Background: an optimization exercise with open tools, aiming at small area and few clock cycles per item. Do not read the settings as production practice.
Function was checked by simulation only, so behaviour that the tests miss may differ from the original.

==> flow/design.v, too long to show whole: its modules and the start of the top module <==
// module hsv_adjust_pipe: 93 lines
// module hsv_adjust_hue: 170 lines
// module hsv_adjust_gain: 1544 lines
// module hsv_adjust_ha: 4 lines
// module hsv_adjust_fa: 4 lines
module hsv_adjust_pipe #(
  parameter int          HW      = 25,
  parameter int          SW      = 18,
  parameter int          FRAC    = 16,
  parameter int unsigned HUE_MAX = 360 << FRAC
) (
  input  logic                 CLK,
  input  logic                 RST_N,
  input  logic                 IN_VALID,
  output logic                 IN_READY,
  input  logic                 IN_SOF,
  input  logic [HW-1:0]        H,
  input  logic [SW-1:0]        S,
  input  logic [SW-1:0]        V,
  input  logic                 CNTL_WR,
  input  logic signed [HW:0]   CNTL_HUE,
  input  logic signed [SW-1:0] CNTL_SAT,
  input  logic signed [SW-1:0] CNTL_VAL,
  input  logic                 CNTL_BYP,
  output logic                 OUT_VALID,
  input  logic                 OUT_READY,
  output logic                 OUT_SOF,
  output logic [HW-1:0]        HO,
  output logic [SW-1:0]        SO,
  output logic [SW-1:0]        VO
);
  // ...
==> flow/flow/run.sh <==
#!/bin/bash
# Standard ORFS layout (the standard.sh) with three changes in how the
# layout is made: the port buffers use the smallest buffer (every input and
# output port still gets its own buffer), the buffers ABC put in are removed at
# floorplan, and global placement is not timing-driven (so it does not keep the
# buffers of its trial repair; repair_design and repair_timing run as usual).
set -o pipefail
export BUFFER_PORTS_ARGS="-buffer_cell sky130_fd_sc_hd__buf_1"
export REMOVE_ABC_BUFFERS=1
export GPL_TIMING_DRIVEN=0
bash standard.sh synth > synth.log 2>&1 || exit 1
bash standard.sh finish > layout.log 2>&1 || exit 1
==> flow/standard.sh <==
#!/bin/bash
# synth_recipe.tcl (not shown) runs the flow's synth.tcl, then flattens the netlist and writes it again
# the make line also repeats each setting of config.mk as NAME=value (left out here)
make -C /OpenROAD-flow-scripts/flow DESIGN_CONFIG=/design/flow/config.mk WORK_HOME=/design/flow/orfs CLKGATE_MAP_FILE= SYNTH_SCRIPT=/design/flow/synth_recipe.tcl "${@:-finish}"
==> flow/config.mk <==
export PLATFORM = sky130hd
export DESIGN_NAME = hsv_adjust_pipe
export DESIGN_NICKNAME = hsv_adjust_pipe
export VERILOG_FILES = /design/flow/design.v
export SDC_FILE = /design/flow/constraint.sdc
export NUM_CORES = 4
export LEC_CHECK = 0
export CAP_MARGIN = 20
export CORE_MARGIN = 2
export CORE_UTILIZATION = 40
export SLEW_MARGIN = 20
export SYNTH_HIERARCHICAL = 1
export SYNTH_MINIMUM_KEEP_SIZE = 0
==> flow/constraint.sdc <==
create_clock -name core_clock -period 10.0 [get_ports {CLK}]
set_input_delay 2.0000 -clock core_clock [delete_from_list [all_inputs] [get_ports {CLK}]]
set_output_delay 2.0000 -clock core_clock [all_outputs]
set_load 0.01 [all_outputs]
==> reports/results.txt, run 1 <==
Max-slew headroom: 0.339
worst setup skew after layout: 17.3 ps
FFs & Latches: 189
fraction of area in non-clock buffers: 0.0569
worst path arrival time: 7690 ps
Synth Instances: 1935
vias: 15159
fin nets: 2730
post-synthesis xor/xnor area fraction: 0.0121
Hold Buf Count CTS: 0
Die X: 237 µm
GRT overflow: 0
Hold Path Origin: pend[50]
met2 usage: 0.351
die height: 237 µm
Max Transition Viols Final: 0
cell count along the critical path: 24
mux contribution to synthesized area: 0.0320
dominant kind of cell by area: multi-input combinational cells
I/O Buffers: 193
drt total wl: 58.2 mm
metal2 WL: 28.5 mm
Top Metal Used: met5
CTS-repair resized insts: 15
total CTS buffers: 17
Yosys top cell area share: 0.421
GRT Max-Usage Layer: met2
critical path required time: 8000 ps
CTS tree: built
Post-synth EDFFs: 123
WHS Path Cells: 1
outcome: timing/DRC/antenna clean
Top delay family on crit path: adder cells
most common cell after layout, fill and taps aside: nand2_1
final setup fails: 0
distinct cell type count of the synthesized netlist: 66
routed length on met3: 5.07 mm
max incr delay on CP: 550 ps
Testbench counts, summed over its fixed seeds: cycles 16,008, items 16,000.
==> run 2: changes to the inputs <==
==> flow/flow/run.sh (replaced) <==
#!/bin/bash
# Standard ORFS layout, with the port buffers made from the smallest buffer
# (every input and output port still gets its own buffer).
set -o pipefail
export BUFFER_PORTS_ARGS="-buffer_cell sky130_fd_sc_hd__buf_1"
bash standard.sh synth > synth.log 2>&1 || exit 1
bash standard.sh finish > layout.log 2>&1 || exit 1
--- a/flow/config.mk
+++ b/flow/config.mk
@@ -7,7 +7,7 @@
 export LEC_CHECK = 0
 export CAP_MARGIN = 20
 export CORE_MARGIN = 2
-export CORE_UTILIZATION = 40
+export CORE_UTILIZATION = 50
 export SLEW_MARGIN = 20
 export SYNTH_HIERARCHICAL = 1
 export SYNTH_MINIMUM_KEEP_SIZE = 0
==> run 2 against run 1 <==
Still clean on timing, DRC and antenna. Die area fell by 20%. Clock-buffer cell count rose by 1. Synthesized area did not move. Critical path depth rose by 4. Design area fell by 1.7%. Global-route usage rose by 6.0 points. Clock skew fell by 2.9 ps. Critical path type unchanged.
==> reports/results.txt, run 2 <==
outcome: timing/DRC/antenna clean (unchanged)
asr flop ratio synth: 0.0212 (unchanged)
die footprint: 45100 µm² (was 56200 µm²)
R2R Path Start: OUT_VALID (unchanged)
FF+latch count, synth: 189 (unchanged)
Min-Delay Path Class: reg -> reg (unchanged)
worst path bufs/invs: 1 (was 4)
Max Transition Viols Final: 0 (unchanged)
Boundary Pins: 194 (unchanged)
ys flop type: edfxtp_1 (unchanged)
final setup fails: 0 (unchanged)
max incr delay on CP: 430 ps (was 550 ps)
worst path arrival time: 7630 ps (was 7690 ps)
total CTS buffers: 17 (unchanged)
row cnt: 76 (was 85)
gpl congestion: 0.865 (was 0.816)
layout cells sized above 1: 0.0939 (was 0.0969)
max cap viols: 0 (unchanged)
Die X: 212 µm (was 237 µm)
Yosys top cell area share: 0.421 (unchanged)
Routed Antenna Nets: 0 (unchanged)
Max Clk Rate: 104 MHz (was 103 MHz)
Core ar.: 43000 µm² (was 53700 µm²)
Initial Utilization: 0.505 (was 0.404)
Final HPWL DP: 42.6 mm (was 43.0 mm)
crit path time final: 9630 ps (was 9690 ps)
Clock Sinks: 189 (unchanged)
commonest non-fill, non-tap cells in the layout: nand2_1 (507), fa_1 (451), buf_1 (190) (was nand2_1 (507), fa_1 (452), buf_1 (187))
Syn-to-layout area delta: 9.43% (was 11.3%)
CP Max Fanout: 5 (was 23)
Max-slew headroom: 0.244 (was 0.339)
slowest CP cell: fa_2 (was dfstp_4)
DR DRC count: 0 (unchanged)
cell with the most instances after synthesis: nand2_1 (unchanged)
max FFs per register: 62 (unchanged)
first-pass iteration count of the detailed router: 6 (was 7)
CP Launch Type: flip-flop (unchanged)
clock slew at reported path FFs: 80 ps (about the same)
worst setup skew after layout: 14.4 ps (was 17.3 ps)
CTS Buffer Depth: 2 (unchanged)
distinct cell type count of the synthesized netlist: 66 (unchanged)
dpl cells: 2619 (was 2708)
most common cell after layout, fill and taps aside: nand2_1 (unchanged)
die height: 212 µm (was 237 µm)
Synth Instances: 1935 (unchanged)
Worst setup EP type: output port (unchanged)
Hold Buf Count CTS: 0 (unchanged)
first-pass GRT wire length: 91.9 mm (was 92.2 mm)
vias: 15308 (was 15159)
Post-synth EDFFs: 123 (unchanged)
RSZ-0062 raised after global routing: no (unchanged)
syn_area_per_cell: 11.2 µm² (unchanged)
Synth area leader: fa_1 (unchanged)
Commonest cells post-synth: nand2_1 (507), fa_1 (457), edfxtp_1 (123) (unchanged)
Setup CP Type: reg -> out (unchanged)
WL per Instance: 21.9 µm (was 21.2 µm)
I/O Buffers: 193 (unchanged)
initial DRC count: 1363 (was 1094)
drt total wl: 58.4 mm (was 58.2 mm)
Root Driver: clkbuf_16 (unchanged)
CP startpoint: b_h[19] (was zero)
fin cells: 2661 (was 2751)
critical path required time: 8000 ps (about the same)
Hold Path Origin: pend[51] (was pend[50])
vias in the first global route: 16625 (was 16927)
antenna violations before repair: 1 (was 11)
largest cells by area after synthesis: fa_1 (42%), edfxtp_1 (17%), nand2_1 (8.8%), ha_1 (5.9%), dfxtp_1 (5.7%) (unchanged)
Clock Latency Late Sink: 490 ps (was 500 ps)
post-synthesis sequential area ratio: 0.232 (unchanged)
Top delay family on crit path: adder cells (unchanged)
Hold Vio Cnt, Final: 0 (unchanged)
fillers: 3754 (was 4919)
Most common cell on crit path: fa_2 (was fa_1)
Largest Register: pend (unchanged)
biggest regs: pend (62), act (61), b_h (25) (unchanged)
GRT Total Usage: 0.273 (was 0.213)
final hold slack: 460 ps (was 463 ps)
pin count of the biggest net entering global routing: 64 (unchanged)
CTS tree: built (unchanged)
GRT overflow: 0 (unchanged)
setup TNS: 0 ps (unchanged)
warnings from Yosys: 7 (unchanged)
htree depth: 4 (unchanged)
Netlist Area Pre-Place: 21700 µm² (unchanged)
Antenna diodes: 0 (was 1)
fin crit share: 0.963 (was 0.969)
Worst Tran Pin Value: 1130 ps (was 991 ps)
Vias/cell: 5.75 (was 5.51)
fin nets: 2752 (was 2730)
-- run 2: cell counts after synthesis --
Identical to the previous run, type by type.
-- run 2: timing repair --
| item | in CTS | in global routing |
|---|---|---|
| pin swaps | 11 | 9 |
| setup buffers | 6 | 4 |
| cloned | 0 | 0 |
| gates resized for setup | 12 | 13 |
| endpoints found under the setup margin | 6 | 29 |
-- run 2: final cells by class --
class / instances / area (µm²) / share of cell area
multi-input cells: 1581 / 16100 / 0.676
inverters: 13 / 48.8 / 0.00205
clock buffers: 18 / 450 / 0.0190
clock inverters: 14 / 186 / 0.00785
repair buffers: 261 / 1240 / 0.0522
flip-flops and latches: 189 / 5040 / 0.212
well taps: 585 / 732 / 0.0308
-- run 2: cell families (layout without fill, tap and decap cells) --
family,after synthesis,after routing,share of synthesized area
muxes,61,61,0.0320
AOI/OAI and AO/OA,183,183,0.0641
DFF,189,189,0.232
and+or+nand+nor,718,718,0.141
xor gates and xnor gates,30,30,0.0121
adders and majority gates,559,559,0.480
buffers and inverters,193,306,0.0381
other,2,30,0.000346
-- run 2: path summary, 6_finish.rpt --
path	to	depth (start not counted)	slack (ps)
setup / recovery	HO[20]	28	370
hold / removal	pend[51]	1	460
setup reg to reg	byp	4	7690
hold reg to reg	pend[51]	1	460
max in group asynchronous	zero	1	8280
min in group asynchronous	byp	1	1410
-- run 2: per-module statistics from Yosys (local to each module, per instance) --
| module | copies in the design | flip-flops and latches |
|---|---|---|
| hsv_adjust_hue | 1 | 0 |
| hsv_adjust_fa | 455 | 0 |
| hsv_adjust_gain | 2 | 0 |
| hsv_adjust_ha | 74 | 0 |
| hsv_adjust_pipe | 1 | 189 |
-- run 2: through the flow --
stage,utilization,setup slack (ps),area (µm²)
after floorplan,-,915,21800
after global placement,0.534,123,22900
after detailed placement,0.534,7.67,22900
after CTS,0.551,9.60,23700
after global routing,0.553,0.481,23800
final,0.553,365,23800
-- run 2: layer usage --
metal	track usage	wire (µm)	vias to the layer above
li1	-	-	6563
met1	0.372	24400	7910
met2	0.430	27600	726
met3	0.0603	4670	107
met4	0.102	1700	2
met5	0	13	-
==> run 3: changes to the inputs <==
--- a/flow/config.mk
+++ b/flow/config.mk
@@ -7,7 +7,7 @@
 export LEC_CHECK = 0
 export CAP_MARGIN = 20
 export CORE_MARGIN = 2
-export CORE_UTILIZATION = 50
+export CORE_UTILIZATION = 40
 export SLEW_MARGIN = 20
 export SYNTH_HIERARCHICAL = 1
 export SYNTH_MINIMUM_KEEP_SIZE = 0
==> run 3 against run 2 <==
Register-to-register slack worse by 30 ps. Critical path depth unchanged. Hold slack worse by 0.92 ps. Clock skew down 5.2 ps. Global-route usage down 5.2 points. Cell count up 3.7%. Clock-buffer cell count down 1. First-iteration DRC count down 6.3%.
==> reports/results.txt, run 3 <==
Max-slew headroom: 0.318 (was 0.244)
first-pass GRT wire length: 95.1 mm (was 91.9 mm)
Commonest cells post-synth: nand2_1 (507), fa_1 (457), edfxtp_1 (123) (unchanged)
I/O Buffers: 193 (unchanged)
Core ar.: 53700 µm² (was 43000 µm²)
Final HPWL DP: 43.0 mm (was 42.6 mm)
Max Transition Viols Final: 0 (unchanged)
fillers: 4969 (was 3754)
crit path time final: 9630 ps (about the same)
die height: 237 µm (was 212 µm)
worst setup skew after layout: 9.19 ps (was 14.4 ps)
Syn-to-layout area delta: 9.28% (was 9.43%)
slowest CP cell: fa_2 (unchanged)
htree depth: 4 (unchanged)
Synth area leader: fa_1 (unchanged)
max incr delay on CP: 480 ps (was 430 ps)
max FFs per register: 62 (unchanged)
CTS tree: built (unchanged)
Worst Tran Pin Value: 1020 ps (was 1130 ps)
gpl congestion: 0.881 (was 0.865)
layout cells sized above 1: 0.0829 (was 0.0939)
Worst setup EP type: output port (unchanged)
r2r setup slk: 7660 ps (was 7690 ps)
biggest regs: pend (62), act (61), b_h (25) (unchanged)
final setup fails: 0 (unchanged)
drt total wl: 59.6 mm (was 58.4 mm)
most common cell after layout, fill and taps aside: nand2_1 (unchanged)
largest cells by area after synthesis: fa_1 (42%), edfxtp_1 (17%), nand2_1 (8.8%), ha_1 (5.9%), dfxtp_1 (5.7%) (unchanged)
first-pass iteration count of the detailed router: 8 (was 6)
distinct cell type count of the synthesized netlist: 66 (unchanged)
max cap viols: 0 (unchanged)
vias in the first global route: 17357 (was 16625)
row cnt: 85 (was 76)
cell with the most instances after synthesis: nand2_1 (unchanged)
GRT Total Usage: 0.221 (was 0.273)
WL per Instance: 21.6 µm (was 21.9 µm)
Initial Utilization: 0.404 (was 0.505)
Min-Delay Path Class: reg -> reg (unchanged)
Clock Sinks: 189 (unchanged)
post-synthesis sequential area ratio: 0.232 (unchanged)
commonest non-fill, non-tap cells in the layout: nand2_1 (507), fa_1 (452), buf_1 (190) (was nand2_1 (507), fa_1 (451), buf_1 (190))
final core occ: 0.442 (was 0.553)
pin count of the biggest net entering global routing: 64 (unchanged)
Root Driver: clkbuf_16 (unchanged)
Boundary Pins: 194 (unchanged)
Synth Instances: 1935 (unchanged)
fin nets: 2738 (was 2752)
antenna violations before repair: 4 (was 1)
Routed Antenna Nets: 0 (unchanged)
WHS Path Cells: 1 (unchanged)
CTS Buffer Depth: 2 (unchanged)
CP Launch Type: flip-flop (unchanged)
outcome: timing/DRC/antenna clean (unchanged)
vias: 15371 (was 15308)
Largest Register: pend (unchanged)
worst path arrival time: 7630 ps (about the same)
Most common cell on crit path: fa_2 (unchanged)
clock slew at reported path FFs: 80 ps (about the same)
total CTS buffers: 17 (unchanged)
FF+latch count, synth: 189 (unchanged)
Clock Latency Late Sink: 490 ps (about the same)
CP Max Fanout: 5 (unchanged)
Hold Vio Cnt, Final: 0 (unchanged)
Top delay family on crit path: adder cells (unchanged)
RSZ-0062 raised after global routing: no (unchanged)
worst path bufs/invs: 1 (unchanged)
Vias/cell: 5.57 (was 5.75)
cell count of the worst reg-to-reg path: 4 (unchanged)
Post-synth EDFFs: 123 (unchanged)
Yosys top cell area share: 0.421 (unchanged)
Hold Buf Count CTS: 0 (unchanged)
ys flop type: edfxtp_1 (unchanged)
critical path required time: 8000 ps (about the same)
fin crit share: 0.963 (about the same)
Setup CP Type: reg -> out (unchanged)
cell count along the critical path: 28 (unchanged)
initial DRC count: 1277 (was 1363)
DR DRC count: 0 (unchanged)
syn_area_per_cell: 11.2 µm² (unchanged)
Max Clk Rate: 104 MHz (about the same)
die footprint: 56200 µm² (was 45100 µm²)
GRT overflow: 0 (unchanged)
asr flop ratio synth: 0.0212 (unchanged)
warnings from Yosys: 7 (unchanged)
Die X: 237 µm (was 212 µm)
Netlist Area Pre-Place: 21700 µm² (unchanged)
setup TNS: 0 ps (unchanged)
[run 3: logic make-up after synthesis]
logic type,share of synthesized area
DFF,0.232
buffers and inverters,0.0381
and+or+nand+nor,0.141
muxes,0.0320
other,0.000346
AOI/OAI and AO/OA,0.0641
xor gates and xnor gates,0.0121
adders and majority gates,0.480
[run 3: path summary, 6_finish.rpt]
check / endpoint / start
min in group asynchronous: byp / RST_N
max: HO[23] / b_h[20]
min reg2reg: pend[47] / pend[47]
min: pend[47] / pend[47]
max reg2reg: byp / OUT_VALID
max in group asynchronous: zero / RST_N
[run 3: repair_timing]
action	in CTS	in global routing
endpoints found under the setup margin	5	7
resized for setup	5	13
setup buffers	0	2
pin swaps	1	7
[run 3: modules after synthesis, one instance, submodules excluded]
module,area [µm²],flip-flops and latches,times used
hsv_adjust_fa,20.0,0,455
hsv_adjust_gain,2260,0,2
hsv_adjust_ha,12.5,0,74
hsv_adjust_hue,998,0,1
hsv_adjust_pipe,6170,189,1
[run 3: layer usage]
layer  routed length, µm  share of wire  global-route usage  vias up
li1                    -              -                   -     6535
met1               23900           0.40               0.282     8054
met2               29600           0.50               0.370      663
met3                4830          0.081              0.0526      111
met4                1290          0.022              0.0706        8
met5                  48        0.00080                   0        -
[run 3: metrics by stage]
step           instance area [µm²]  setup slack (ps)  instances  hold slack [ps]
6_report                     23700               367       2759              459
5_1_grt                      23700             0.556       2758              478
4_1_cts                      23700              53.7       2756              462
3_5_place_dp                 23100               238       2724              445
3_3_place_gp                 23100               345       2724              436
2_1_floorplan                21800               915       1963              429
[run 3: final cells by class]
| type | instances | area (µm²) | share of cell area |
|---|---|---|---|
| antenna | 1 | 2.50 | 0.000105 |
| clock buffer | 17 | 425 | 0.0179 |
| clock inverter | 15 | 170 | 0.00717 |
| inverter | 13 | 48.8 | 0.00206 |
| multi-input combinational | 1581 | 16000 | 0.675 |
| sequential | 189 | 5040 | 0.212 |
| tap | 696 | 871 | 0.0367 |
| timing repair buffer | 247 | 1150 | 0.0487 |
[run 3: worst reg2reg max path, delay by kind of cell (launching register included)]
family | cells | cell delay [ps]
muxes | 1 | 400
and+or+nand+nor | 2 | 680
buffers and inverters | 1 | 740
DFF | 1 | 420
==> run 4: changes to the inputs <==
--- a/flow/config.mk
+++ b/flow/config.mk
@@ -8,6 +8,7 @@
 export CAP_MARGIN = 20
 export CORE_MARGIN = 2
 export CORE_UTILIZATION = 40
+export CTS_BUF_LIST = sky130_fd_sc_hd__clkbuf_8
 export SLEW_MARGIN = 20
 export SYNTH_HIERARCHICAL = 1
 export SYNTH_MINIMUM_KEEP_SIZE = 0
==> run 4 against run 3 <==
Synthesized area did not move. Die area did not move. Register-to-register slack improved by 20 ps. Design area fell by 0.64%. Non-clock buffer count rose by 1. Largest cell class unchanged. Cell count barely moved. Via count barely moved. Critical path depth did not move. Worst setup slack improved by 32 ps.
==> reports/results.txt, run 4 <==
fin crit share: 0.960 (was 0.963)
Most common cell on crit path: fa_2 (unchanged)
worst setup skew after layout: 19.9 ps (was 9.19 ps)
FF+latch count, synth: 189 (unchanged)
final hold slack: 466 ps (was 459 ps)
Hold Buf Count CTS: 0 (unchanged)
Top delay family on crit path: adder cells (unchanged)
die height: 237 µm (unchanged)
Root Driver: clkbuf_8 (was clkbuf_16)
RSZ-0062 raised after global routing: no (unchanged)
final setup fails: 0 (unchanged)
Max-slew headroom: 0.296 (was 0.318)
Initial Utilization: 0.404 (unchanged)
worst path arrival time: 7600 ps (was 7630 ps)
CP Launch Type: flip-flop (unchanged)
WL per Instance: 21.7 µm (was 21.6 µm)
Syn-to-layout area delta: 8.58% (was 9.28%)
r2r setup slk: 7680 ps (was 7660 ps)
clock slew at reported path FFs: 110 ps (was 80 ps)
drt total wl: 59.9 mm (was 59.6 mm)
CTS tree: built (unchanged)
ys flop type: edfxtp_1 (unchanged)
commonest non-fill, non-tap cells in the layout: nand2_1 (507), fa_1 (451), buf_1 (190) (was nand2_1 (507), fa_1 (452), buf_1 (190))
CP Max Fanout: 5 (unchanged)
slowest CP cell: fa_2 (unchanged)
htree depth: 4 (unchanged)
max cap viols: 0 (unchanged)
Setup CP Type: reg -> out (unchanged)
Commonest cells post-synth: nand2_1 (507), fa_1 (457), edfxtp_1 (123) (unchanged)
Synth area leader: fa_1 (unchanged)
Die X: 237 µm (unchanged)
gpl congestion: 0.881 (unchanged)
die footprint: 56200 µm² (unchanged)
Hold Vio Cnt, Final: 0 (unchanged)
Max Clk Rate: 104 MHz (about the same)
GRT Total Usage: 0.220 (was 0.221)
CTS Buffer Depth: 2 (unchanged)
worst path bufs/invs: 1 (unchanged)
Worst Tran Pin Value: 1050 ps (was 1020 ps)
max incr delay on CP: 470 ps (was 480 ps)
Netlist Area Pre-Place: 21700 µm² (unchanged)
row cnt: 85 (unchanged)
syn_area_per_cell: 11.2 µm² (unchanged)
Vias/cell: 5.57 (about the same)
cell with the most instances after synthesis: nand2_1 (unchanged)
first-pass GRT wire length: 94.8 mm (was 95.1 mm)
Worst setup EP type: output port (unchanged)
total CTS buffers: 17 (unchanged)
Min-Delay Path Class: reg -> reg (unchanged)
biggest regs: pend (62), act (61), b_h (25) (unchanged)
DR DRC count: 0 (unchanged)
pin count of the biggest net entering global routing: 64 (unchanged)
critical path required time: 8000 ps (about the same)
initial DRC count: 1257 (was 1277)
distinct cell type count of the synthesized netlist: 66 (unchanged)
Clock Sinks: 189 (unchanged)
crit path time final: 9600 ps (was 9630 ps)
Boundary Pins: 194 (unchanged)
asr flop ratio synth: 0.0212 (unchanged)
Post-synth EDFFs: 123 (unchanged)
most common cell after layout, fill and taps aside: nand2_1 (unchanged)
fin nets: 2739 (was 2738)
first-pass iteration count of the detailed router: 8 (unchanged)
Final HPWL DP: 43.0 mm (unchanged)
post-synthesis sequential area ratio: 0.232 (unchanged)
outcome: timing/DRC/antenna clean (unchanged)
warnings from Yosys: 7 (unchanged)
GRT overflow: 0 (unchanged)
largest cells by area after synthesis: fa_1 (42%), edfxtp_1 (17%), nand2_1 (8.8%), ha_1 (5.9%), dfxtp_1 (5.7%) (unchanged)
Clock Latency Late Sink: 570 ps (was 490 ps)
vias in the first global route: 17354 (was 17357)
I/O Buffers: 193 (unchanged)
antenna violations before repair: 4 (unchanged)
Routed Antenna Nets: 0 (unchanged)
Yosys top cell area share: 0.421 (unchanged)
Largest Register: pend (unchanged)
Max Transition Viols Final: 0 (unchanged)
vias: 15381 (was 15371)
Core ar.: 53700 µm² (unchanged)
setup TNS: 0 ps (unchanged)
Synth Instances: 1935 (unchanged)
layout cells sized above 1: 0.0863 (was 0.0829)
max FFs per register: 62 (unchanged)
-- run 4: cell counts after synthesis --
No cell type changed its count.
-- run 4: path summary, 6_finish.rpt --
path | startpoint | to | cells past startpoint
hold / removal | pend[47] | pend[47] | 1
hold reg to reg | pend[47] | pend[47] | 1
max in group asynchronous | RST_N | zero | 1
setup / recovery | b_h[20] | HO[23] | 28
setup reg to reg | OUT_VALID | byp | 4
min in group asynchronous | RST_N | byp | 1
-- run 4: what timing repair did --
item / CTS / global route
cloned: 0 / 1
setup endpoints to repair: 6 / 38
hold endpoints to repair: 0 / 0
gates resized for setup: 7 / 17
pin swaps: 1 / 10
buffers inserted: 0 / 2
-- run 4: modules after synthesis (local to each module, per instance) --
module / flip-flops and latches / copies in the design / cells inside / area (µm²)
hsv_adjust_hue: 0 / 1 / 140 / 998
hsv_adjust_pipe: 189 / 1 / 318 / 6170
hsv_adjust_gain: 0 / 2 / 474 / 2260
hsv_adjust_fa: 0 / 455 / 1 / 20.0
hsv_adjust_ha: 0 / 74 / 1 / 12.5
-- run 4: layout make-up --
class | instances | area, µm²
Inverter | 13 | 48.8
Clock inverter | 15 | 170
Timing Repair Buffer | 248 | 1180
Fill cell | 4992 | 30100
Multi-Input combinational cell | 1581 | 16000
Antenna cell | 1 | 2.50
Clock buffer | 17 | 234
Tap cell | 696 | 871
Sequential cell | 189 | 5040
-- run 4: worst register-to-register path, stage by stage, from the launching register on --
cell and delay [ps]:
dfrtp_1 430, nand2b_4 370, and4b_4 310, buf_4 720, mux2_4 390
-- run 4: cell families after synthesis --
logic type / synth area share
AND/OR/NAND/NOR: 0.141
adder cells (fa/ha/maj): 0.480
buffers and inverters: 0.0381
flip-flops: 0.232
AO/OA/AOI/OAI: 0.0641
multiplexers: 0.0320
XOR/XNOR: 0.0121
other: 0.000346
-- run 4: metrics by stage --
step	cell area, µm²	setup slack, ps	std cells	util
2_1_floorplan	21800	915	1963	-
3_3_place_gp	23100	345	2724	0.429
3_5_place_dp	23100	238	2724	0.429
4_1_cts	23500	13.7	2756	0.437
5_1_grt	23600	16.5	2759	0.439
6_report	23600	399	2760	0.439
-- run 4: per-layer routing --
layer	track usage	vias to the layer above	part of all wire
li1	-	6534	-
met1	0.282	8069	0.40
met2	0.369	670	0.49
met3	0.0528	100	0.083
met4	0.0689	8	0.022
met5	0	-	0.00085

==> what the ideal ports hide <==
No port has a modelled driver above. Below, the same layouts with a new extraction and two added sets of constraints.
Step 1, drivers: a clkbuf_16 drives CLK and a buf_2 each remaining input, both assumed.
Step 2, shift: input delay + t, output delay - t, t = (earliest + latest rising clock arrival at the registers) / 2. This alone moves slack from input paths to output paths.
Slacks: no drivers / after step 1 / after step 2; pairs: no drivers / after step 1.
run | shift t [ns] | setup slack, ns | worst register clock-pin slew, ns | pins driven straight from the clock port
run 1 | 0.540 | 0.313 / 0.260 / 0.800 | 0.09 / 0.09 | 1
run 2 | 0.534 | 0.365 / 0.313 / 0.847 | 0.09 / 0.09 | 1
run 3 | 0.534 | 0.367 / 0.316 / 0.850 | 0.08 / 0.08 | 1
run 4 | 0.606 | 0.399 / 0.351 / 0.957 | 0.12 / 0.12 | 1
After both steps every run listed still meets setup and hold.
